This design comes from an exercise in tuning for small area and few clock cycles per item on the open sky130 flow, not from production work. No run shown here included a check of the RTL's function; only the layout flow was run. Power figures rest on the tool's default switching activity, not on a simulated workload.

==> flow/design.v (outline; a module is shown in full before it is edited, if it fits) <==
// module hsv_adjust_pipe: 97 lines
// module hsv_adjust_hue: 121 lines
// module hsv_adjust_gain: 1489 lines
// module hsv_adjust_ha: 4 lines
// module hsv_adjust_fa: 4 lines
module hsv_adjust_pipe #(
  parameter int          HW      = 25,
  parameter int          SW      = 18,
  parameter int          FRAC    = 16,
  parameter int unsigned HUE_MAX = 360 << FRAC
) (
  input  logic                 CLK,
  input  logic                 RST_N,
  input  logic                 IN_VALID,
  output logic                 IN_READY,
  input  logic                 IN_SOF,
  input  logic [HW-1:0]        H,
  input  logic [SW-1:0]        S,
  input  logic [SW-1:0]        V,
  input  logic                 CNTL_WR,
  input  logic signed [HW:0]   CNTL_HUE,
  input  logic signed [SW-1:0] CNTL_SAT,
  input  logic signed [SW-1:0] CNTL_VAL,
  input  logic                 CNTL_BYP,
  output logic                 OUT_VALID,
  input  logic                 OUT_READY,
  output logic                 OUT_SOF,
  output logic [HW-1:0]        HO,
  output logic [SW-1:0]        SO,
  output logic [SW-1:0]        VO
);
  // ...
==> flow/flow/run.sh <==
#!/bin/bash
# Standard ORFS layout, with the port buffers made from the smallest buffer
# (every input and output port still gets its own buffer).
set -o pipefail
export BUFFER_PORTS_ARGS="-buffer_cell sky130_fd_sc_hd__buf_1"
bash standard.sh synth > synth.log 2>&1 || exit 1
bash standard.sh finish > layout.log 2>&1 || exit 1
==> flow/standard.sh <==
#!/bin/bash
# synth_recipe.tcl (not shown) runs the flow's synth.tcl, then flattens the netlist and writes it again
# the make line also repeats each setting of config.mk as NAME=value (left out here)
make -C /OpenROAD-flow-scripts/flow DESIGN_CONFIG=/design/flow/config.mk WORK_HOME=/design/flow/orfs CLKGATE_MAP_FILE= SYNTH_SCRIPT=/design/flow/synth_recipe.tcl "${@:-finish}"
==> flow/config.mk <==
export PLATFORM = sky130hd
export DESIGN_NAME = hsv_adjust_pipe
export DESIGN_NICKNAME = hsv_adjust_pipe
export VERILOG_FILES = /design/flow/design.v
export SDC_FILE = /design/flow/constraint.sdc
export NUM_CORES = 4
export LEC_CHECK = 0
export CAP_MARGIN = 20
export CORE_MARGIN = 2
export CORE_UTILIZATION = 45
export SLEW_MARGIN = 20
export SYNTH_HIERARCHICAL = 1
export SYNTH_MINIMUM_KEEP_SIZE = 0
==> flow/constraint.sdc <==
create_clock -name core_clock -period 10.0 [get_ports {CLK}]
set_input_delay 2.0000 -clock core_clock [delete_from_list [all_inputs] [get_ports {CLK}]]
set_output_delay 2.0000 -clock core_clock [all_outputs]
set_load 0.01 [all_outputs]
==> out/metrics.csv, run 1 <==
stage,metric,value,unit
worst_setup_path,worst_path_max_delay_cell,dfstp_2,
sta,drv_slew,0,
detailed_routing,ant_nets,0,
detailed_routing,route.layer.met1.wl,23800,um
sta,final-hold-violation-count,0,
layout,nNonClkBuffers,274,
global_route,use_met1,0.328,
sta,fin_crit,10460,ps
min_path,hold_depth,2,
power,ir_drop,0.384,mV
detailed_routing,wl_per_cell,22.4,um
placement,place_inst,2609,
layout,final_common_cell,nand2_1,
clocking,cts_tree,built,
layout,multi_input_area,15900,um^2
synthesis,synth_edf_count,123,
layout,largest_class,multi-input combinational cells,
sta,fin_ws,-458,ps
min_path,min_from,pend[60],
outcome,status,"complete, but fails checks",
outcome,so.violations,setup timing,
layout,seq_cell_count,189,
clocking,path_clk_slew,70,ps
power,power_frac_comb,0.784,
power,internal_power,0.00398,W
power,maxPowerGroup,combinational logic,
layout,post-route-util,0.507,
sta,setup_viol_count_final,6,
worst_setup_path,crit_path_max_fanout,3,
detailed_routing,viasPerCell,5.83,
placement,gp_congestion,0.847,
power,p_comb,0.00611,W
worst_setup_path,required,8000,ps
die,io_pins,194,
layout,antenna_cells,0,
synthesis,synth-simple-area-share,0.135,
sta,fin_setup_tns,-2270,ps
==> module hsv_adjust_pipe, before the edit <==
module hsv_adjust_pipe #(
  parameter int          HW      = 25,
  parameter int          SW      = 18,
  parameter int          FRAC    = 16,
  parameter int unsigned HUE_MAX = 360 << FRAC
) (
  input  logic                 CLK,
  input  logic                 RST_N,
  input  logic                 IN_VALID,
  output logic                 IN_READY,
  input  logic                 IN_SOF,
  input  logic [HW-1:0]        H,
  input  logic [SW-1:0]        S,
  input  logic [SW-1:0]        V,
  input  logic                 CNTL_WR,
  input  logic signed [HW:0]   CNTL_HUE,
  input  logic signed [SW-1:0] CNTL_SAT,
  input  logic signed [SW-1:0] CNTL_VAL,
  input  logic                 CNTL_BYP,
  output logic                 OUT_VALID,
  input  logic                 OUT_READY,
  output logic                 OUT_SOF,
  output logic [HW-1:0]        HO,
  output logic [SW-1:0]        SO,
  output logic [SW-1:0]        VO
);
  localparam logic [HW:0]   HMAX    = HUE_MAX[HW:0];
  localparam int unsigned   HLAST_I = HUE_MAX - 1;
  localparam logic [HW-1:0] HLAST   = HLAST_I[HW-1:0];
  typedef struct packed {
    logic [HW-1:0] hue;
    logic [SW-1:0] sat;
    logic [SW-1:0] val;
    logic          byp;
  } cntl_t;
  logic  accept, take, pend_flag, zero, byp;
  logic  [HW:0] hue_norm;
  cntl_t wr_set, pend, pend_nx, act;
  assign IN_READY = ~OUT_VALID | OUT_READY;
  assign accept   = IN_VALID & IN_READY;
  assign take     = accept & IN_SOF & (pend_flag | CNTL_WR);
  always_comb begin
    hue_norm = CNTL_HUE;
    if (CNTL_HUE[HW])
      hue_norm = CNTL_HUE + HMAX;
    wr_set  = {hue_norm[HW-1:0] & {HW{~CNTL_BYP}}, CNTL_SAT & {SW{~CNTL_BYP}},
               CNTL_VAL & {SW{~CNTL_BYP}}, CNTL_BYP};
    pend_nx = CNTL_WR ? wr_set : pend;
  end
  always_ff @(posedge CLK)
    pend <= pend_nx;
  always_ff @(posedge CLK)
    if (take)
      act <= pend_nx;
  always_ff @(posedge CLK or negedge RST_N) begin
    if (!RST_N) begin
      zero      <= 1'b1;
      byp       <= 1'b0;
      pend_flag <= 1'b0;
    end else begin
      if (take) begin
        zero      <= 1'b0;
        byp       <= pend_nx.byp;
        pend_flag <= 1'b0;
      end else if (CNTL_WR) begin
        pend_flag <= 1'b1;
      end
    end
  end
  logic          b_sof;
  logic [HW-1:0] b_h;
  logic [SW-1:0] b_s, b_v;
  always_ff @(posedge CLK or negedge RST_N) begin
    if (!RST_N)
      OUT_VALID <= 1'b0;
    else if (IN_READY)
      OUT_VALID <= IN_VALID;
  end
  logic          byp_use;
  logic [HW-1:0] h_in;
  assign byp_use = take ? pend_nx.byp : byp;
  assign h_in    = (!byp_use && {1'b0, H} >= HMAX) ? HLAST : H;
  always_ff @(posedge CLK) begin
    if (IN_READY) begin
      b_sof <= IN_SOF;
      b_h   <= h_in;
      b_s   <= S;
      b_v   <= V;
    end
  end
  hsv_adjust_gain u_sg (.x(b_s), .g(act.sat), .z(zero), .byp(byp), .y(SO));
  hsv_adjust_gain u_vg (.x(b_v), .g(act.val), .z(zero), .byp(byp), .y(VO));
  logic [HW-1:0] off;
  assign off     = act.hue & {HW{~zero}};
  assign OUT_SOF = b_sof;
  hsv_adjust_hue u_hue (.h(b_h), .off(off), .byp(byp), .y(HO));
endmodule
==> module hsv_adjust_hue, before the edit <==
module hsv_adjust_hue (
  input  logic [24:0] h,
  input  logic [24:0] off,
  input  logic        byp,
  output logic [24:0] y
);
  logic clamp, c19;
  logic [18:0] hc;
  logic [5:0] hc_hi;
  logic [6:0] t0, t1;
  logic [5:0] r0, r1;
  logic hs1;
  logic hc2;
  logic hs3;
  logic hc4;
  logic hs5;
  logic hc6;
  logic hs7;
  logic hc8;
  logic hs9;
  logic hc10;
  logic hs11;
  logic hc12;
  logic hs13;
  logic hc14;
  logic hs15;
  logic hc16;
  logic hs17;
  logic hc18;
  logic hs19;
  logic hc20;
  logic hs21;
  logic hc22;
  logic hs23;
  logic hc24;
  logic hs25;
  logic hc26;
  logic hp27;
  logic hg28;
  logic hp29;
  logic hg30;
  logic hp31;
  logic hg32;
  logic hp33;
  logic hg34;
  logic hp35;
  logic hg36;
  logic hp37;
  logic hg38;
  logic hg39;
  logic hp40;
  logic hg41;
  logic hp42;
  logic hg43;
  logic hp44;
  logic hg45;
  logic hp46;
  logic hg47;
  logic hp48;
  logic hg49;
  logic hp50;
  logic hg51;
  logic hp52;
  logic hg53;
  logic hp54;
  logic hg55;
  logic hp56;
  logic hs57;
  logic hs58;
  logic hs59;
  logic hs60;
  logic hs61;
  logic hs62;
  assign clamp = 1'b0;
  assign hc = h[18:0] | {19{clamp}};
  assign hc_hi = clamp ? 6'd44 : h[24:19];
  hsv_adjust_ha u_hs1 (.a(hc[0]), .b(off[0]), .s(hs1), .c(hc2));
  hsv_adjust_fa u_hs3 (.a(hc[1]), .b(off[1]), .c(hc2), .s(hs3), .co(hc4));
  hsv_adjust_fa u_hs5 (.a(hc[2]), .b(off[2]), .c(hc4), .s(hs5), .co(hc6));
  hsv_adjust_fa u_hs7 (.a(hc[3]), .b(off[3]), .c(hc6), .s(hs7), .co(hc8));
  hsv_adjust_fa u_hs9 (.a(hc[4]), .b(off[4]), .c(hc8), .s(hs9), .co(hc10));
  hsv_adjust_fa u_hs11 (.a(hc[5]), .b(off[5]), .c(hc10), .s(hs11), .co(hc12));
  hsv_adjust_fa u_hs13 (.a(hc[6]), .b(off[6]), .c(hc12), .s(hs13), .co(hc14));
  hsv_adjust_fa u_hs15 (.a(hc[7]), .b(off[7]), .c(hc14), .s(hs15), .co(hc16));
  hsv_adjust_fa u_hs17 (.a(hc[8]), .b(off[8]), .c(hc16), .s(hs17), .co(hc18));
  hsv_adjust_fa u_hs19 (.a(hc[9]), .b(off[9]), .c(hc18), .s(hs19), .co(hc20));
  hsv_adjust_fa u_hs21 (.a(hc[10]), .b(off[10]), .c(hc20), .s(hs21), .co(hc22));
  hsv_adjust_fa u_hs23 (.a(hc[11]), .b(off[11]), .c(hc22), .s(hs23), .co(hc24));
  hsv_adjust_fa u_hs25 (.a(hc[12]), .b(off[12]), .c(hc24), .s(hs25), .co(hc26));
  hsv_adjust_ha u_hp27 (.a(hc[13]), .b(off[13]), .s(hp27), .c(hg28));
  hsv_adjust_ha u_hp29 (.a(hc[14]), .b(off[14]), .s(hp29), .c(hg30));
  hsv_adjust_ha u_hp31 (.a(hc[15]), .b(off[15]), .s(hp31), .c(hg32));
  hsv_adjust_ha u_hp33 (.a(hc[16]), .b(off[16]), .s(hp33), .c(hg34));
  hsv_adjust_ha u_hp35 (.a(hc[17]), .b(off[17]), .s(hp35), .c(hg36));
  hsv_adjust_ha u_hp37 (.a(hc[18]), .b(off[18]), .s(hp37), .c(hg38));
  assign hg39 = hg28 | (hp27 & hc26);
  assign hg41 = hg32 | (hp31 & hg30);
  assign hp42 = hp31 & hp29;
  assign hg43 = hg36 | (hp35 & hg34);
  assign hp44 = hp35 & hp33;
  assign hg45 = hg30 | (hp29 & hg39);
  assign hg47 = hg41 | (hp42 & hg39);
  assign hg49 = hg38 | (hp37 & hg43);
  assign hp50 = hp37 & hp44;
  assign hg51 = hg34 | (hp33 & hg47);
  assign hg53 = hg43 | (hp44 & hg47);
  assign hg55 = hg49 | (hp50 & hg47);
  assign hs57 = hp27 ^ hc26;
  assign hs58 = hp29 ^ hg39;
  assign hs59 = hp31 ^ hg45;
  assign hs60 = hp33 ^ hg47;
  assign hs61 = hp35 ^ hg51;
  assign hs62 = hp37 ^ hg53;
  assign c19 = hg55;
  assign y[18:0] = {hs62, hs61, hs60, hs59, hs58, hs57, hs25, hs23, hs21, hs19, hs17, hs15, hs13, hs11, hs9, hs7, hs5, hs3, hs1};
  assign t0 = {1'b0, hc_hi} + {1'b0, off[24:19]} + {6'd0, c19};
  assign r0 = (~byp & (t0 >= 7'd45)) ? 6'(t0 - 7'd45) : t0[5:0];
  assign t1 = '0;
  assign r1 = '0;
  assign y[24:19] = r0;
endmodule
==> run 2, diff against run 1 <==
--- a/flow/design.v
+++ b/flow/design.v
@@ -45,18 +45,18 @@
       hue_norm = CNTL_HUE + HMAX;
     wr_set  = {hue_norm[HW-1:0] & {HW{~CNTL_BYP}}, CNTL_SAT & {SW{~CNTL_BYP}},
                CNTL_VAL & {SW{~CNTL_BYP}}, CNTL_BYP};
     pend_nx = CNTL_WR ? wr_set : pend;
   end
   always_ff @(posedge CLK)
     pend <= pend_nx;
   always_ff @(posedge CLK)
-    if (take)
-      act <= pend_nx;
+    if (take || zero)
+      act <= take ? pend_nx : '0;
   always_ff @(posedge CLK or negedge RST_N) begin
     if (!RST_N) begin
       zero      <= 1'b1;
       byp       <= 1'b0;
       pend_flag <= 1'b0;
     end else begin
       if (take) begin
         zero      <= 1'b0;
@@ -83,20 +83,20 @@
   always_ff @(posedge CLK) begin
     if (IN_READY) begin
       b_sof <= IN_SOF;
       b_h   <= h_in;
       b_s   <= S;
       b_v   <= V;
     end
   end
-  hsv_adjust_gain u_sg (.x(b_s), .g(act.sat), .z(zero), .byp(byp), .y(SO));
-  hsv_adjust_gain u_vg (.x(b_v), .g(act.val), .z(zero), .byp(byp), .y(VO));
+  hsv_adjust_gain u_sg (.x(b_s), .g(act.sat), .byp(byp), .y(SO));
+  hsv_adjust_gain u_vg (.x(b_v), .g(act.val), .byp(byp), .y(VO));
   logic [HW-1:0] off;
-  assign off     = act.hue & {HW{~zero}};
+  assign off     = act.hue;
   assign OUT_SOF = b_sof;
   hsv_adjust_hue u_hue (.h(b_h), .off(off), .byp(byp), .y(HO));
 endmodule
 module hsv_adjust_hue (
   input  logic [24:0] h,
   input  logic [24:0] off,
   input  logic        byp,
   output logic [24:0] y
@@ -125,18 +125,18 @@
   logic hs17;
   logic hc18;
   logic hs19;
   logic hc20;
   logic hs21;
   logic hc22;
   logic hs23;
   logic hc24;
-  logic hs25;
-  logic hc26;
+  logic hp25;
+  logic hg26;
   logic hp27;
   logic hg28;
   logic hp29;
   logic hg30;
   logic hp31;
   logic hg32;
   logic hp33;
   logic hg34;
@@ -157,74 +157,86 @@
   logic hg49;
   logic hp50;
   logic hg51;
   logic hp52;
   logic hg53;
   logic hp54;
   logic hg55;
   logic hp56;
-  logic hs57;
-  logic hs58;
-  logic hs59;
-  logic hs60;
-  logic hs61;
-  logic hs62;
+  logic hg57;
+  logic hp58;
+  logic hg59;
+  logic hp60;
+  logic hg61;
+  logic hp62;
+  logic hs63;
+  logic hs64;
+  logic hs65;
+  logic hs66;
+  logic hs67;
+  logic hs68;
+  logic hs69;
   assign clamp = 1'b0;
   assign hc = h[18:0] | {19{clamp}};
   assign hc_hi = clamp ? 6'd44 : h[24:19];
   hsv_adjust_ha u_hs1 (.a(hc[0]), .b(off[0]), .s(hs1), .c(hc2));
   hsv_adjust_fa u_hs3 (.a(hc[1]), .b(off[1]), .c(hc2), .s(hs3), .co(hc4));
   hsv_adjust_fa u_hs5 (.a(hc[2]), .b(off[2]), .c(hc4), .s(hs5), .co(hc6));
   hsv_adjust_fa u_hs7 (.a(hc[3]), .b(off[3]), .c(hc6), .s(hs7), .co(hc8));
   hsv_adjust_fa u_hs9 (.a(hc[4]), .b(off[4]), .c(hc8), .s(hs9), .co(hc10));
   hsv_adjust_fa u_hs11 (.a(hc[5]), .b(off[5]), .c(hc10), .s(hs11), .co(hc12));
   hsv_adjust_fa u_hs13 (.a(hc[6]), .b(off[6]), .c(hc12), .s(hs13), .co(hc14));
   hsv_adjust_fa u_hs15 (.a(hc[7]), .b(off[7]), .c(hc14), .s(hs15), .co(hc16));
   hsv_adjust_fa u_hs17 (.a(hc[8]), .b(off[8]), .c(hc16), .s(hs17), .co(hc18));
   hsv_adjust_fa u_hs19 (.a(hc[9]), .b(off[9]), .c(hc18), .s(hs19), .co(hc20));
   hsv_adjust_fa u_hs21 (.a(hc[10]), .b(off[10]), .c(hc20), .s(hs21), .co(hc22));
   hsv_adjust_fa u_hs23 (.a(hc[11]), .b(off[11]), .c(hc22), .s(hs23), .co(hc24));
-  hsv_adjust_fa u_hs25 (.a(hc[12]), .b(off[12]), .c(hc24), .s(hs25), .co(hc26));
+  hsv_adjust_ha u_hp25 (.a(hc[12]), .b(off[12]), .s(hp25), .c(hg26));
   hsv_adjust_ha u_hp27 (.a(hc[13]), .b(off[13]), .s(hp27), .c(hg28));
   hsv_adjust_ha u_hp29 (.a(hc[14]), .b(off[14]), .s(hp29), .c(hg30));
   hsv_adjust_ha u_hp31 (.a(hc[15]), .b(off[15]), .s(hp31), .c(hg32));
   hsv_adjust_ha u_hp33 (.a(hc[16]), .b(off[16]), .s(hp33), .c(hg34));
   hsv_adjust_ha u_hp35 (.a(hc[17]), .b(off[17]), .s(hp35), .c(hg36));
   hsv_adjust_ha u_hp37 (.a(hc[18]), .b(off[18]), .s(hp37), .c(hg38));
-  assign hg39 = hg28 | (hp27 & hc26);
-  assign hg41 = hg32 | (hp31 & hg30);
-  assign hp42 = hp31 & hp29;
-  assign hg43 = hg36 | (hp35 & hg34);
-  assign hp44 = hp35 & hp33;
-  assign hg45 = hg30 | (hp29 & hg39);
-  assign hg47 = hg41 | (hp42 & hg39);
-  assign hg49 = hg38 | (hp37 & hg43);
-  assign hp50 = hp37 & hp44;
-  assign hg51 = hg34 | (hp33 & hg47);
-  assign hg53 = hg43 | (hp44 & hg47);
-  assign hg55 = hg49 | (hp50 & hg47);
-  assign hs57 = hp27 ^ hc26;
-  assign hs58 = hp29 ^ hg39;
-  assign hs59 = hp31 ^ hg45;
-  assign hs60 = hp33 ^ hg47;
-  assign hs61 = hp35 ^ hg51;
-  assign hs62 = hp37 ^ hg53;
-  assign c19 = hg55;
-  assign y[18:0] = {hs62, hs61, hs60, hs59, hs58, hs57, hs25, hs23, hs21, hs19, hs17, hs15, hs13, hs11, hs9, hs7, hs5, hs3, hs1};
+  assign hg39 = hg26 | (hp25 & hc24);
+  assign hg41 = hg30 | (hp29 & hg28);
+  assign hp42 = hp29 & hp27;
+  assign hg43 = hg34 | (hp33 & hg32);
+  assign hp44 = hp33 & hp31;
+  assign hg45 = hg38 | (hp37 & hg36);
+  assign hp46 = hp37 & hp35;
+  assign hg47 = hg28 | (hp27 & hg39);
+  assign hg49 = hg41 | (hp42 & hg39);
+  assign hg51 = hg36 | (hp35 & hg43);
+  assign hp52 = hp35 & hp44;
+  assign hg53 = hg45 | (hp46 & hg43);
+  assign hp54 = hp46 & hp44;
+  assign hg55 = hg32 | (hp31 & hg49);
+  assign hg57 = hg43 | (hp44 & hg49);
+  assign hg59 = hg51 | (hp52 & hg49);
+  assign hg61 = hg53 | (hp54 & hg49);
+  assign hs63 = hp25 ^ hc24;
+  assign hs64 = hp27 ^ hg39;
+  assign hs65 = hp29 ^ hg47;
+  assign hs66 = hp31 ^ hg49;
+  assign hs67 = hp33 ^ hg55;
+  assign hs68 = hp35 ^ hg57;
+  assign hs69 = hp37 ^ hg59;
+  assign c19 = hg61;
+  assign y[18:0] = {hs69, hs68, hs67, hs66, hs65, hs64, hs63, hs23, hs21, hs19, hs17, hs15, hs13, hs11, hs9, hs7, hs5, hs3, hs1};
   assign t0 = {1'b0, hc_hi} + {1'b0, off[24:19]} + {6'd0, c19};
   assign r0 = (~byp & (t0 >= 7'd45)) ? 6'(t0 - 7'd45) : t0[5:0];
   assign t1 = '0;
   assign r1 = '0;
   assign y[24:19] = r0;
 endmodule
 module hsv_adjust_gain (
   input  logic [17:0] x,
   input  logic [17:0] g,
-  input  logic        z,      
   input  logic        byp,    
   output logic [17:0] y
 );
   logic [15:0] ge;
   logic m16, m17, neg, ovf, kill;
   logic [15:0] sn;
   logic pp1;
   logic pp2;
@@ -1077,20 +1089,20 @@
   logic sum849;
   logic sum850;
   logic sum851;
   logic sum852;
   logic sum853;
   logic sum854;
   logic sum855;
   logic sum856;
-  assign ge  = g[15:0] & {16{~z}};
-  assign m16 = (g[17:16] == 2'b00) | z;
-  assign m17 = (g[17:16] == 2'b01) & ~z;
-  assign neg = (g[17:16] == 2'b10) & ~z;
+  assign ge  = g[15:0];
+  assign m16 = g[17:16] == 2'b00;
+  assign m17 = g[17:16] == 2'b01;
+  assign neg = g[17:16] == 2'b10;
   assign pp1 = ~((x[0] & ge[0]));
   assign pp2 = ~((x[0] & ge[1]));
   assign pp3 = ~((x[1] & ge[0]));
   assign pp4 = ~((x[0] & ge[2]));
   assign pp5 = ~((x[1] & ge[1]));
   assign pp6 = ~((x[2] & ge[0]));
   assign pp7 = ~((x[0] & ge[3]));
   assign pp8 = ~((x[1] & ge[2]));
==> run 2 against run 1 <==
  * Still fails the layout checks on setup timing
  * Worst hold slack lost 11 ps
  * Sequential cell count stayed put
  * Sequential power shrank 0.9%
  * Combinational power is 41% lower
  * Utilization is 0.99 points lower
  * Die area up 0.76%
  * Worst setup slack improved by 440 ps
  * Register-to-register slack gained 350 ps
  * Count of clock-buffer cells in the layout shrank 6
  * Clock power up 0.9%
  * Synthesized cell count rose by 3.8%
  * Critical endpoint is now HO[20]
  * Largest power group unchanged
==> out/metrics.csv, run 2 <==
stage,metric,value,unit,change
worst_setup_path,startpoint_type,flop,,unchanged
min_path,min_from,pend[59],,was pend[60]
synthesis,synth_area_leaders,"fa_1 (43%), edfxtp_1 (17%), nand2_1 (8.8%)",,unchanged
global_route,use_met1,0.328,,about the same
clocking,cts_tree,built,,unchanged
layout,reg.largest.list,"pend x62, act x61, b_h x25",,unchanged
clocking,clock_path_buffers,2,,unchanged
layout,top_register,pend,,unchanged
worst_setup_path,r2r-end,b_h[21],,was b_h[20]
sta,slew_headroom,0.351,,was 0.298
synthesis,synth.most_common_cell,nand2_1,,unchanged
layout,post-route-util,0.497,,was 0.507
placement,portBuffers,193,,unchanged
synthesis,synth_ff_type,edfxtp_1,,unchanged
sta,final.period_utilization,1.00,,was 1.05
layout,final_common_cell,nand2_1,,unchanged
layout,drive_above_1_share,0.0730,,was 0.101
detailed_routing,drc,0,,unchanged
clocking,cts_root_buf,clkbuf_16,,unchanged
synthesis,yosys_warnings,7,,unchanged
synthesis,synth_edf_count,123,,unchanged
min_path,hp-class,reg -> reg,,unchanged
worst_setup_path,required,8000,ps,about the same
global_route,grt_pass1_wl,93800,um,was 95200 um
layout,area_delta_synth_final,9.53,%,was 10.7%
outcome,so.violations,setup timing,,unchanged
clocking,cts_buffers,17,,unchanged
detailed_routing,wirelength,58800,um,was 59600 um
die,dieWidth,223,um,was 222 um
die,fp-row-count,80,,was 79
global_route,antenna_found_initial,9,,was 7
sta,fin_crit,10020,ps,was 10460 ps
global_route,track_usage,0.245,,was 0.251
sta,setup_viol_count_final,1,,was 6
global_route,grtUsageMet3,0.0616,,was 0.0562
die,start_util,0.454,,was 0.458
placement,gp_congestion,0.843,,was 0.847
die,die-area,49700,um^2,was 49400 um^2
worst_setup_path,cp-end-kind,primary output,,unchanged
worst_setup_path,worst_path_max_delay_cell,fa_1,,was dfstp_2
die,io_pins,194,,unchanged
power,p_leak,7.83,nW,was 8.42 nW
sta,holdWs,457,ps,was 469 ps
sta,rsz0062_at_grt,true,,unchanged
synthesis,async_reset_ff_frac,0.0212,,unchanged
detailed_routing,viasPerCell,5.72,,was 5.83
flow_run,max_cap_violations,0,,unchanged
clocking,cts_num_sinks,189,,unchanged
min_path,hold_depth,2,,unchanged
worst_setup_path,slowest_delay,450,ps,was 540 ps
layout,post-route-cell-area,23600,um^2,was 23700 um^2
worst_setup_path,reg2reg_depth,5,,unchanged
worst_setup_path,worst_ep_arrival_time,8020,ps,was 8460 ps
layout,fillers,4294,,was 4167
layout,largest_reg_flops,62,,unchanged
worst_setup_path,cpMostUsedCell,fa_2,,unchanged
synthesis,ys_seq_area_frac,0.233,,was 0.235
detailed_routing,wl_per_cell,21.6,um,was 22.4 um
global_route,grt_use_met2,0.399,,was 0.412
synthesis,syn_area_per_cell,10.9,um^2,was 11.3 um^2
detailed_routing,num_vias,15595,,was 15498
clocking,path_clk_slew,80,ps,was 70 ps
power,ir_drop,0.174,mV,was 0.384 mV
placement,dpl_cell_area,22900,um^2,was 22800 um^2
min_path,holdPathEnd,pend[59],,was pend[60]
sta,final-hold-violation-count,0,,unchanged
worst_setup_path,crit_path_max_fanout,3,,unchanged
synthesis,yosysTopAreaCell,fa_1,,unchanged
sta,fmax,99.8,MHz,was 95.6 MHz
sta,finalClockSkew,22.7,ps,was 10.3 ps
global_route,overflow,0,,unchanged
placement,hpwl,43100,um,about the same
synthesis,synth_cell_type_count,68,,was 65
die,fp.dieH,223,um,was 222 um
outcome,status,"complete, but fails checks",,unchanged
layout,num-nets-final,2762,,was 2704
detailed_routing,drtPass1Iterations,5,,was 7
worst_setup_path,regToRegSetupSlack,7060,ps,was 6710 ps
worst_setup_path,rr_startpoint,OUT_VALID,,unchanged
global_route,grt_max_degree,63,,was 67
global_route,top_usage_layer,met2,,unchanged
sta,fin_ws,-20.8,ps,was -458 ps
power,powerDensity,224,nW/um^2,was 328 nW/um^2
layout,final_cell_mix,"nand2_1 (504), fa_1 (449), buf_1 (188), edfxtp_1 (123), nor2_1 (92)",,"was nand2_1 (498), fa_1 (448), buf_1 (187), edfxtp_1 (123), ha_1 (71)"
sta,worst_pin_slew,974,ps,was 1050 ps
synthesis,synth_top_area_frac,0.427,,was 0.432
worst_setup_path,critPathKind,reg -> out,,unchanged
global_route,grt_pass1_vias,17118,,was 17169
sta,drv_slew,0,,unchanged
clocking,clock_latency,470,ps,was 480 ps
clocking,htreeDepth,4,,unchanged
synthesis,synth_common_cells,"nand2_1 (505), fa_1 (461), clkbuf_1 (133)",,"was nand2_1 (500), fa_1 (462), clkbuf_1 (148)"
synthesis,synth_seq_cells,189,,unchanged
die,core,47500,um^2,was 46800 um^2
detailed_routing,drt_iter0_markers,1063,,was 1427
detailed_routing,ant_nets,0,,unchanged
synthesis,synthCells,1974,,was 1902
synthesis,netlist_area,21600,um^2,was 21400 um^2
## run 2: cell types whose count changed in the layout (fill, tap and decap cells not counted), moves of 7 or more
cell      previous run  this run
nor2b_4              9         2
a222oi_1            30         0
buf_6               10         2
nor2_1              62        92
nand3_1              9         2
nor2b_1             50        66
o21bai_2            20         0
mux2i_1              3        33
nand2b_1            11        30
a21oi_1             21        55
## run 2: routing by layer
metal	share of wire	routed length, um	vias up
met2	0.48	28100	655
li1	-	-	6653
met4	0.020	1160	16
met3	0.084	4940	114
met1	0.42	24500	8157
met5	0.0019	110	-
## run 2: through the flow
stage	worst slack, ps	cells	TNS (ps)	power (W)
6_report	-20.8	2725	-20.8	0.00530
5_1_grt	-409	2724	-2070	0.00582
4_1_cts	-190	2723	-694	0.00535
3_5_place_dp	-299	2689	-1140	0.00461
3_3_place_gp	-199	2689	-863	0.00454
2_1_floorplan	277	2002	0	0.00359
## run 2: layout make-up
cell class,count,area (um^2),share of cell area
Sequential cell,189,5040,0.213
Timing Repair Buffer,263,1270,0.0535
Inverter,14,53.8,0.00228
Tap cell,615,769,0.0325
Clock inverter,14,160,0.00677
Multi-Input combinational cell,1611,15900,0.673
Antenna cell,1,2.50,0.000106
Clock buffer,18,439,0.0186
## run 2: worst max-delay path by stage
stage	startpoint	end	slack, ps
after floorplan	b_h[0]	HO[20]	280
after global routing	b_h[0]	HO[20]	-410
final	b_h[0]	HO[20]	-20
after detailed placement	b_h[0]	HO[20]	-300
after CTS	b_h[0]	HO[20]	-190
after global placement	b_h[0]	HO[22]	-200
## run 2: logic make-up after synthesis
logic type | Yosys count | share of synthesized area
other | 2 | 0.000348
AOI/OAI and AO/OA | 246 | 0.0830
buffers and inverters | 202 | 0.0402
and+or+nand+nor | 738 | 0.146
adders and majority gates | 536 | 0.471
xor gates and xnor gates | 27 | 0.0110
DFF | 189 | 0.233
muxes | 34 | 0.0158
## run 2: power by group
group | total (W) | internal [W] | switching [W]
clock | 0.000708 | 0.000344 | 0.000364
sequential | 0.000969 | 0.000886 | 0.0000834
combinational | 0.00362 | 0.00162 | 0.00200
total | 0.00530 | 0.00285 | 0.00245
## run 2: worst max-delay path: cells and delay by family (launching register included)
kind	cells	cell delay [ps]
multiplexers	1	280
buffers and inverters	2	330
adder cells (fa/ha/maj)	15	4900
flip-flops	1	390
AND/OR/NAND/NOR	5	710
AO/OA/AOI/OAI	7	950
## run 2: repair_timing
action,4_1_cts,5_1_grt
hold buffers,0,0
buffers inserted,2,1
resized for setup,25,8
pin swaps,8,7
setup endpoints to repair,6,6
## run 2: per-module statistics from Yosys (local to each module, per instance)
module,cells inside,copies in the design
hsv_adjust_hue,96,1
hsv_adjust_pipe,399,1
hsv_adjust_gain,486,2
hsv_adjust_ha,1,48
hsv_adjust_fa,1,459
==> run 3, diff against run 2 <==
--- a/flow/design.v
+++ b/flow/design.v
@@ -128,6 +128,6 @@
   logic hc20;
-  logic hs21;
-  logic hc22;
-  logic hs23;
-  logic hc24;
+  logic hp21;
+  logic hg22;
+  logic hp23;
+  logic hg24;
   logic hp25;
@@ -170,9 +170,17 @@
   logic hp62;
-  logic hs63;
-  logic hs64;
-  logic hs65;
-  logic hs66;
-  logic hs67;
-  logic hs68;
+  logic hg63;
+  logic hp64;
+  logic hg65;
+  logic hp66;
+  logic hg67;
+  logic hp68;
   logic hs69;
+  logic hs70;
+  logic hs71;
+  logic hs72;
+  logic hs73;
+  logic hs74;
+  logic hs75;
+  logic hs76;
+  logic hs77;
   assign clamp = 1'b0;
@@ -190,4 +198,4 @@
   hsv_adjust_fa u_hs19 (.a(hc[9]), .b(off[9]), .c(hc18), .s(hs19), .co(hc20));
-  hsv_adjust_fa u_hs21 (.a(hc[10]), .b(off[10]), .c(hc20), .s(hs21), .co(hc22));
-  hsv_adjust_fa u_hs23 (.a(hc[11]), .b(off[11]), .c(hc22), .s(hs23), .co(hc24));
+  hsv_adjust_ha u_hp21 (.a(hc[10]), .b(off[10]), .s(hp21), .c(hg22));
+  hsv_adjust_ha u_hp23 (.a(hc[11]), .b(off[11]), .s(hp23), .c(hg24));
   hsv_adjust_ha u_hp25 (.a(hc[12]), .b(off[12]), .s(hp25), .c(hg26));
@@ -199,28 +207,34 @@
   hsv_adjust_ha u_hp37 (.a(hc[18]), .b(off[18]), .s(hp37), .c(hg38));
-  assign hg39 = hg26 | (hp25 & hc24);
-  assign hg41 = hg30 | (hp29 & hg28);
-  assign hp42 = hp29 & hp27;
-  assign hg43 = hg34 | (hp33 & hg32);
-  assign hp44 = hp33 & hp31;
-  assign hg45 = hg38 | (hp37 & hg36);
-  assign hp46 = hp37 & hp35;
-  assign hg47 = hg28 | (hp27 & hg39);
-  assign hg49 = hg41 | (hp42 & hg39);
-  assign hg51 = hg36 | (hp35 & hg43);
-  assign hp52 = hp35 & hp44;
-  assign hg53 = hg45 | (hp46 & hg43);
-  assign hp54 = hp46 & hp44;
-  assign hg55 = hg32 | (hp31 & hg49);
-  assign hg57 = hg43 | (hp44 & hg49);
-  assign hg59 = hg51 | (hp52 & hg49);
-  assign hg61 = hg53 | (hp54 & hg49);
-  assign hs63 = hp25 ^ hc24;
-  assign hs64 = hp27 ^ hg39;
-  assign hs65 = hp29 ^ hg47;
-  assign hs66 = hp31 ^ hg49;
-  assign hs67 = hp33 ^ hg55;
-  assign hs68 = hp35 ^ hg57;
-  assign hs69 = hp37 ^ hg59;
-  assign c19 = hg61;
-  assign y[18:0] = {hs69, hs68, hs67, hs66, hs65, hs64, hs63, hs23, hs21, hs19, hs17, hs15, hs13, hs11, hs9, hs7, hs5, hs3, hs1};
+  assign hg39 = hg22 | (hp21 & hc20);
+  assign hg41 = hg26 | (hp25 & hg24);
+  assign hp42 = hp25 & hp23;
+  assign hg43 = hg30 | (hp29 & hg28);
+  assign hp44 = hp29 & hp27;
+  assign hg45 = hg34 | (hp33 & hg32);
+  assign hp46 = hp33 & hp31;
+  assign hg47 = hg38 | (hp37 & hg36);
+  assign hp48 = hp37 & hp35;
+  assign hg49 = hg24 | (hp23 & hg39);
+  assign hg51 = hg41 | (hp42 & hg39);
+  assign hg53 = hg32 | (hp31 & hg43);
+  assign hp54 = hp31 & hp44;
+  assign hg55 = hg45 | (hp46 & hg43);
+  assign hp56 = hp46 & hp44;
+  assign hg57 = hg28 | (hp27 & hg51);
+  assign hg59 = hg43 | (hp44 & hg51);
+  assign hg61 = hg53 | (hp54 & hg51);
+  assign hg63 = hg55 | (hp56 & hg51);
+  assign hg65 = hg36 | (hp35 & hg63);
+  assign hg67 = hg47 | (hp48 & hg63);
+  assign hs69 = hp21 ^ hc20;
+  assign hs70 = hp23 ^ hg39;
+  assign hs71 = hp25 ^ hg49;
+  assign hs72 = hp27 ^ hg51;
+  assign hs73 = hp29 ^ hg57;
+  assign hs74 = hp31 ^ hg59;
+  assign hs75 = hp33 ^ hg61;
+  assign hs76 = hp35 ^ hg63;
+  assign hs77 = hp37 ^ hg65;
+  assign c19 = hg67;
+  assign y[18:0] = {hs77, hs76, hs75, hs74, hs73, hs72, hs71, hs70, hs69, hs19, hs17, hs15, hs13, hs11, hs9, hs7, hs5, hs3, hs1};
   assign t0 = {1'b0, hc_hi} + {1'b0, off[24:19]} + {6'd0, c19};
==> run 3 against run 2 <==
  * The run now finishes clean
  * Clock power is 1% higher
  * Clock skew fell by 6.3 ps
  * Synthesized cell count rose by 0.51%
  * Total power increased by 0.34%
  * Count of clock-buffer cells in the layout rose by 1
  * Global-route usage is 0.090 points higher
  * Sequential power about the same
  * Sequential share of layout area increased by 0.085 points
  * Utilization shrank 0.30 points
  * Combinational power barely moved
  * Via count fell by 0.29%
==> out/metrics.csv, run 3 <==
stage,metric,value,unit,change
synthesis,synthAdderAreaFrac,0.469,,was 0.471
power,p_leak,7.79,nW,was 7.83 nW
sta,final.period_utilization,0.975,,was 1.00
synthesis,synth_top_area_frac,0.424,,was 0.427
synthesis,yosys_warnings,7,,unchanged
die,die-area,50000,um^2,was 49700 um^2
layout,largest_reg_flops,62,,unchanged
power,powerDensity,226,nW/um^2,was 224 nW/um^2
synthesis,synth_area_leaders,"fa_1 (42%), edfxtp_1 (17%), nand2_1 (8.8%)",,"was fa_1 (43%), edfxtp_1 (17%), nand2_1 (8.8%)"
worst_setup_path,startpoint_type,flop,,unchanged
synthesis,synth.most_common_cell,nand2_1,,unchanged
global_route,grt_pass1_wl,93900,um,was 93800 um
die,start_util,0.455,,was 0.454
synthesis,ys_seq_area_frac,0.232,,was 0.233
worst_setup_path,startpoint,b_h[0],,unchanged
clocking,clock_latency,490,ps,was 470 ps
die,io_pins,194,,unchanged
clocking,htreeDepth,4,,unchanged
sta,fmax,103,MHz,was 99.8 MHz
synthesis,synth_top_family_by_area,adder cells,,unchanged
synthesis,synth_common_cells,"nand2_1 (509), fa_1 (459), clkbuf_1 (133)",,"was nand2_1 (505), fa_1 (461), clkbuf_1 (133)"
synthesis,synth_ff_type,edfxtp_1,,unchanged
placement,hpwl,43000,um,was 43100 um
clocking,cts_tree,built,,unchanged
synthesis,netlist_area,21700,um^2,was 21600 um^2
placement,gp_congestion,0.860,,was 0.843
detailed_routing,wl_per_cell,21.8,um,was 21.6 um
min_path,min_from,pend[59],,unchanged
worst_setup_path,rr_startpoint,OUT_VALID,,unchanged
synthesis,syn_area_per_cell,10.9,um^2,about the same
layout,top_register,pend,,unchanged
detailed_routing,drt_iter0_markers,1092,,was 1063
placement,portBuffers,193,,unchanged
synthesis,yosysTopAreaCell,fa_1,,unchanged
layout,num-nets-final,2758,,was 2762
layout,antenna_cells,0,,was 1
global_route,grt_max_degree,64,,was 63
outcome,status,timing/DRC/antenna clean,,"was complete, but fails checks"
layout,final_cell_mix,"nand2_1 (508), fa_1 (449), buf_1 (192), edfxtp_1 (123), nor2_1 (92)",,"was nand2_1 (504), fa_1 (449), buf_1 (188), edfxtp_1 (123), nor2_1 (92)"
sta,worst_pin_slew,1030,ps,was 974 ps
power,ir_drop,0.214,mV,was 0.174 mV
synthesis,synthMuxAreaShare,0.0152,,was 0.0158
clocking,path_clk_slew,80,ps,about the same
power,power.total,0.00532,W,was 0.00530 W
synthesis,synth-compound-area-share,0.0852,,was 0.0830
detailed_routing,wirelength,59300,um,was 58800 um
flow_run,max_cap_violations,0,,unchanged
sta,final-hold-violation-count,0,,unchanged
synthesis,synth_seq_cells,189,,unchanged
synthesis,synthXorXnorAreaFrac,0.0128,,was 0.0110
global_route,track_usage,0.246,,was 0.245
worst_setup_path,critPathKind,reg -> out,,unchanged
sta,fin_setup_tns,0,ps,was -20.8 ps
synthesis,synth_cell_type_count,75,,was 68
layout,drive_above_1_share,0.0618,,was 0.0730
min_path,hp-class,reg -> reg,,unchanged
layout,reg.largest.list,"pend x62, act x61, b_h x25",,unchanged
synthesis,synth_edf_count,123,,unchanged
clocking,cts_num_sinks,189,,unchanged
worst_setup_path,worst_ep_arrival_time,7750,ps,was 8020 ps
synthesis,synth-simple-area-share,0.145,,was 0.146
sta,drv_slew,0,,unchanged
detailed_routing,ant_nets,0,,unchanged
sta,slew_headroom,0.313,,was 0.351
layout,area_delta_synth_final,8.63,%,was 9.53%
detailed_routing,drc,0,,unchanged
global_route,overflow,0,,unchanged
sta,rsz0062_at_grt,false,,was true
synthesis,async_reset_ff_frac,0.0212,,unchanged
detailed_routing,viasPerCell,5.72,,about the same
clocking,cts_buffers,17,,unchanged
die,fp-row-count,80,,unchanged
clocking,cts_hold_buf,0,,unchanged
worst_setup_path,crit_path_max_fanout,5,,was 3
sta,finalClockSkew,16.4,ps,was 22.7 ps
worst_setup_path,cp-end-kind,primary output,,unchanged
die,fp.dieH,224,um,was 223 um
worst_setup_path,required,8000,ps,about the same
synthesis,synthCells,1984,,was 1974
detailed_routing,num_vias,15549,,was 15595
sta,setup_viol_count_final,0,,was 1
global_route,antenna_found_initial,5,,was 9
die,dieWidth,224,um,was 223 um
die,core,47600,um^2,was 47500 um^2
detailed_routing,drtPass1Iterations,7,,was 5
sta,fin_crit,9750,ps,was 10020 ps
clocking,clock_path_buffers,2,,unchanged
clocking,cts_root_buf,clkbuf_16,,unchanged
global_route,grt_pass1_vias,17041,,was 17118
layout,final_common_cell,nand2_1,,unchanged
run 3: metal layers:
layer  up-vias  global-route usage  share of wire
met5         -                   0         0.0011
met4        10              0.0647          0.019
met3       109              0.0702          0.084
met2       678               0.404           0.48
met1      8094               0.322           0.42
li1       6658                   -              -
run 3: final timing paths:
kind	endpoint	slack [ps]	depth (start not counted)
setup / recovery	HO[22]	250	27
hold / removal	pend[59]	460	2
setup reg to reg	act[17]	7110	4
hold reg to reg	pend[59]	460	2
max in group asynchronous	zero	8380	1
min in group asynchronous	OUT_VALID	1350	1
run 3: logic make-up (layout without fill, tap and decap cells):
kind of cell,Yosys count,after routing
other cells,2,30
compound gates,249,249
xor+xnor,30,30
flops,189,189
buf+inv,202,294
mux,33,33
fa+ha+maj,537,537
simple gates,742,742
run 3: power breakdown:
group          internal (W)  total (W)  switching [W]
Combinational       0.00160    0.00364        0.00203
Sequential         0.000886   0.000966      0.0000803
Clock              0.000350   0.000715       0.000365
Total               0.00284    0.00532        0.00248
run 3: critical path, cell delays in order (launching register included):
cell and delay, ps:
edfxtp_1 380, ha_1 220, fa_2 340, fa_2 350, fa_2 350, fa_2 370
fa_2 350, fa_2 350, fa_2 340, fa_2 350, fa_1 380, ha_1 200
or2_1 220, a21oi_1 150, o21bai_1 110, a31oi_2 210, nor2_1 70, a211o_1 310
a31oi_4 230, fa_2 260, fa_2 490, nand2_2 110, nor2_1 50, o31ai_2 350
a21oi_2 170, nor4b_2 260, xnor2_1 150, buf_2 150
run 3: layout make-up:
class	count	area [um^2]
multi-input cells	1621	16000
repair buffers	248	1140
clock buffers	19	454
inverters	14	53.8
fillers	4354	24100
clock inverters	13	141
flip-flops and latches	189	5040
well taps	615	769
run 3: Yosys stat by module (local to each module, per instance):
| module | cells inside | flip-flops and latches |
|---|---|---|
| hsv_adjust_fa | 1 | 0 |
| hsv_adjust_hue | 106 | 0 |
| hsv_adjust_gain | 486 | 0 |
| hsv_adjust_ha | 1 | 0 |
| hsv_adjust_pipe | 399 | 189 |
run 3: repair_timing:
action | in CTS | in global routing
setup buffers | 2 | 0
pin swaps | 7 | 9
endpoints found under the hold margin | 0 | 0
endpoints found under the setup margin | 5 | 5
gates cloned | 0 | 0
gates resized for setup | 8 | 7
run 3: per-stage QoR:
stage / instance area (um^2) / instances / utilization / worst slack (ps) / hold WS (ps)
after floorplan: 21800 / 2012 / - / 1010 / 422
after global placement: 22900 / 2685 / 0.480 / 315 / 435
after detailed placement: 22900 / 2685 / 0.480 / 232 / 443
after CTS: 23500 / 2719 / 0.494 / 16.1 / 462
after global routing: 23600 / 2719 / 0.494 / 3.99 / 496
final: 23600 / 2719 / 0.494 / 249 / 461

## port drivers added, routing unchanged
Ports are ideal in the flow. The routed layouts listed here were re-timed in OpenROAD. Step 1 assumes that a clkbuf_16 drives the clock port and a buf_2 every other input. Step 2 also shifts input and output timing later by t, the mid clock arrival at the registers, as if the neighbouring blocks saw the same clock. Three values: ideal, step 1, step 2; two values: the first two.
| run | t, ns | slack for setup (ns) | worst setup path after step 2 | worst data-port slew with drivers (ns) |
|---|---|---|---|---|
| run 1 | 0.528 | -0.458 / -0.515 / 0.013 | register to output | 0.09 |
| run 2 | 0.518 | -0.021 / -0.073 / 0.445 | register to output | 0.09 |
| run 3 | 0.528 | 0.249 / 0.197 / 0.725 | register to output | 0.08 |
